Context: an optimization exercise on an open-source flow, tuned for small area, a short achievable clock period and few clock cycles per item. The choices shown serve that exercise and are no tape-out recipe. Only simulation tests tie the RTL to the original design; equivalence was not proved.

## delta
==> flow/design.v (excerpt) <==
module complex_arithmetic_unit #(
   parameter int WORD_BITS = cau_pkg::WORD_BITS_DEF,
   parameter int FRAC_BITS = cau_pkg::FRAC_BITS_DEF
) (
   input logic       clock,
   input logic       reset,
   input  logic                                  req_valid,
   output logic                                  req_ready,
   input  logic [cau_pkg::OP_BITS-1:0]           req_op,
   input  logic                                  req_use_acc,
   input  logic signed [cau_pkg::FIELD_BITS-1:0] req_a_re,
   input  logic signed [cau_pkg::FIELD_BITS-1:0] req_a_im,
   input  logic signed [cau_pkg::FIELD_BITS-1:0] req_b_re,
   input  logic signed [cau_pkg::FIELD_BITS-1:0] req_b_im,
   output logic                                  rsp_valid,
   input  logic                                  rsp_ready,
   output logic signed [cau_pkg::FIELD_BITS-1:0] rsp_res_re,
   output logic signed [cau_pkg::FIELD_BITS-1:0] rsp_res_im,
   output logic [cau_pkg::STATUS_BITS-1:0]       rsp_status
);
For scale: about 15000 cells after synthesis, ~800 flip-flops, roughly 0.12 sq mm of cells after synthesis.
Settings: LEC_CHECK=0, CAP_MARGIN=20, CORE_MARGIN=2, CORE_UTILIZATION=50, SETUP_SLACK_MARGIN=5, SLEW_MARGIN=20, TNS_END_PERCENT=5; clock period 10.0 ns.
run.sh (not shown) runs the stock make flow with config.mk's settings and CLKGATE_MAP_FILE= SYNTH_SCRIPT=/design/flow/synth_recipe.tcl, a recipe that flattens the netlist after the stock synthesis.
Testbench counts of delta, summed over its fixed seeds: cycles 40,453, items 3,200.
--- input diff delta..zinc ---
--- a/flow/design.v
+++ b/flow/design.v
@@ -371,25 +371,25 @@
    always_ff @(posedge clock) begin
       fin2_ff <= s_fin && !done_fire;
       sqc_ff  <= d_ff[34:0] > {3'b000, yr_ff[31:0]};
    end
    always_ff @(posedge clock) begin
       if (done_fire) begin
          rsp_re_ff <= res_re;
          rsp_im_ff <= res_im;
          rsp_st_ff <= res_st;
       end
    end
    always_ff @(posedge clock) begin
-      if (req_ready) begin
+      if (req_fire) begin
          o_add    <= req_op == cau_pkg::OP_ADD;
          o_sub    <= req_op == cau_pkg::OP_SUB;
          o_mul    <= in_mul;
          nsubr_ff <= !in_mul;
          nsubi_ff <= !in_div;
          o_div    <= in_div;
          o_pol    <= in_pol;
          o_rd     <= req_op[2] & (req_op[1] | req_op[0]);
          dz_ff    <= in_dz;
          ar_ff    <= asrc_re;
          ai_ff    <= asrc_im;
          br_ff    <= bld_re;
@@ -437,25 +437,25 @@
       dsr  = dstep(xr_ff, yr_ff, d_ff, d3_ff);
       dsi  = dstep(xi_ff, yi_ff, d_ff, d3_ff);
       sq_t   = {d_ff[34:0], xr_ff[63:62]};
       sq_d1  = {1'b0, sq_t} - {4'b0, yr_ff[31:0], 2'b01};
       sq_g1  = !sq_d1[37];
       srem1  = sq_g1 ? sq_d1[34:0] : sq_t[34:0];
       sq_t2  = {srem1, xr_ff[61:60]};
       sq_d2  = {1'b0, sq_t2} - {3'b0, yr_ff[31:0], sq_g1, 2'b01};
       sq_g2  = !sq_d2[37];
       srem2  = sq_g2 ? sq_d2[34:0] : sq_t2[34:0];
    end
    always_ff @(posedge clock) begin
-      if (req_ready) begin
+      if (req_fire) begin
          xr_ff[HW-1:0] <= in_mul ? HW'(16'h7fff) : '0;
       end else begin
          if (s_m1) begin
             xr_ff[HW-1:0] <= {{4{hr_n[HW-1]}}, hr_n[HW-1:4]};
             yr_ff[31:0]   <= lr_n;
          end
          if (s_tr) begin
             if (o_div) begin
                xr_ff   <= {17'b0, magr[63:17]};
                yr_ff   <= {magr[16:0], 16'b0};
                negr_ff <= vr[71];
             end else begin
@@ -467,25 +467,25 @@
             if (o_div) begin
                xr_ff <= dsr[96:33];
                yr_ff <= dsr[32:0];
                if (cnt_ff == '0) ovfr_ff <= dsr[98];
             end else begin
                xr_ff <= xr_ff << 4;
                yr_ff <= {yr_ff[30:0], sq_g1, sq_g2};
             end
          end
       end
    end
    always_ff @(posedge clock) begin
-      if (req_ready) begin
+      if (req_fire) begin
          d3_ff[HW-1:0] <= '0;
       end else begin
          if (s_m1 && o_div) begin
             d3_ff[HW-1:0] <= {{4{hd_n[HW-1]}}, hd_n[HW-1:4]};
             d_ff[31:0]    <= {hd_n[3:0], d_ff[31:4]};
          end
          if (m1_end && o_div) d_ff <= {hd_n[35:0], d_ff[31:4]};
          if (s_tr && o_div) d3_ff <= {d_ff, 1'b0} + {1'b0, d_ff};
          if (s_tr && o_pol) d_ff <= '0;
          if (s_it && o_pol) d_ff <= {29'b0, srem2};
       end
    end
@@ -497,47 +497,47 @@
          i_f1 <= 1'b0;
          i_it <= 1'b0;
       end else begin
          if (m1_end && o_div) i_f1 <= 1'b1;
          if (i_f1) begin
             i_f1 <= 1'b0;
             i_it <= 1'b1;
          end
          if (i_it && (icnt_ff == 6'd16 || (icnt_ff == '0 && dsi[98]))) i_it <= 1'b0;
       end
    end
    always_ff @(posedge clock) begin
-      if (req_ready) begin
+      if (req_fire) begin
          xi_ff[HW-1:0] <= in_mul ? HW'(16'h7fff) : '0;
       end else if (s_m1) begin
          xi_ff[HW-1:0] <= {{4{hi_n[HW-1]}}, hi_n[HW-1:4]};
          yi_ff[31:0]   <= li_n;
       end else if (i_f1) begin
          xi_ff   <= {17'b0, magi[63:17]};
          yi_ff   <= {magi[16:0], 16'b0};
          negi_ff <= vi[71];
          icnt_ff <= '0;
       end else if (i_it) begin
          xi_ff   <= dsi[96:33];
          yi_ff   <= dsi[32:0];
          if (icnt_ff == '0) ovfi_ff <= dsi[98];
          icnt_ff <= icnt_ff + 6'd1;
       end
    end
    logic signed [CW-1:0] xa, ya, cdx, cdy;
    logic signed [ZW-1:0] atv;
    logic                 pt_zero, more, big8, big4, big2, ypos, yneg;
    always_comb begin
-      xa      = CW'($signed(ar_ff)) <<< 9;
-      ya      = CW'($signed(ai_ff)) <<< 9;
+      xa      = CW'($signed(ar_ff));
+      ya      = CW'($signed(ai_ff));
       pt_zero = (ar_ff == '0) && (ai_ff == '0);
       more    = mag_lt(cx_ff, 40) && mag_lt(cy_ff, 40);
       big8    = mag_lt(cx_ff, 33) && mag_lt(cy_ff, 33);
       big4    = mag_lt(cx_ff, 37) && mag_lt(cy_ff, 37);
       big2    = mag_lt(cx_ff, 39) && mag_lt(cy_ff, 39);
       cdx     = cy_ff >>> ccnt_ff;
       cdy     = cx_ff >>> (~ccnx_ff);
       atv     = signed'(ZW'(cau_pkg::atan_deg(ccnt_ff)));
       ypos    = !cy_ff[CW-1] && (cy_ff != '0);
       yneg    = cy_ff[CW-1];
    end
    always_ff @(posedge clock) begin
==> summary.txt <==
The smallest hold slack number comes out lower for zinc vs delta.
zinc ended with less die extent in x than delta.
The number of inverters outside the clock class in the layout was comparable across delta and zinc.
Summary: wire length, zinc better than delta
Area share of and/or/nand/nor cells after synthesis: higher on zinc
zinc against delta; weighted congestion reported at the end of routability-driven placement is up slightly.
The detailed-route vias per instance of delta and that of zinc are within noise of each other.
Critical path depth | zinc below delta
Testbench counts of zinc, summed over its fixed seeds: cycles 41,010, items 3,200.

[separate check: timing with driven ports]
No port has a modelled driver above. Below, the same layouts with a new extraction and two added sets of constraints.
Step 1: set_driving_cell puts a clkbuf_16 on clock and a buf_2 on each other input, an assumption about the parent block.
Step 2, shift: input delay + t, output delay - t, t = (earliest + latest rising clock arrival at the registers) / 2. This alone moves slack from input paths to output paths.
Three values: ideal, step 1, step 2; two values: the first two.
run | t, ns | slack for setup (ns) | worst slew at a driven data input, ns | pins driven straight from the clock port
delta | 0.917 | 3.834 / 3.834 / 3.834 | 0.11 | 1
zinc | 0.928 | 3.690 / 3.690 / 3.690 | 0.08 | 1
After both steps every run listed still meets setup and hold.
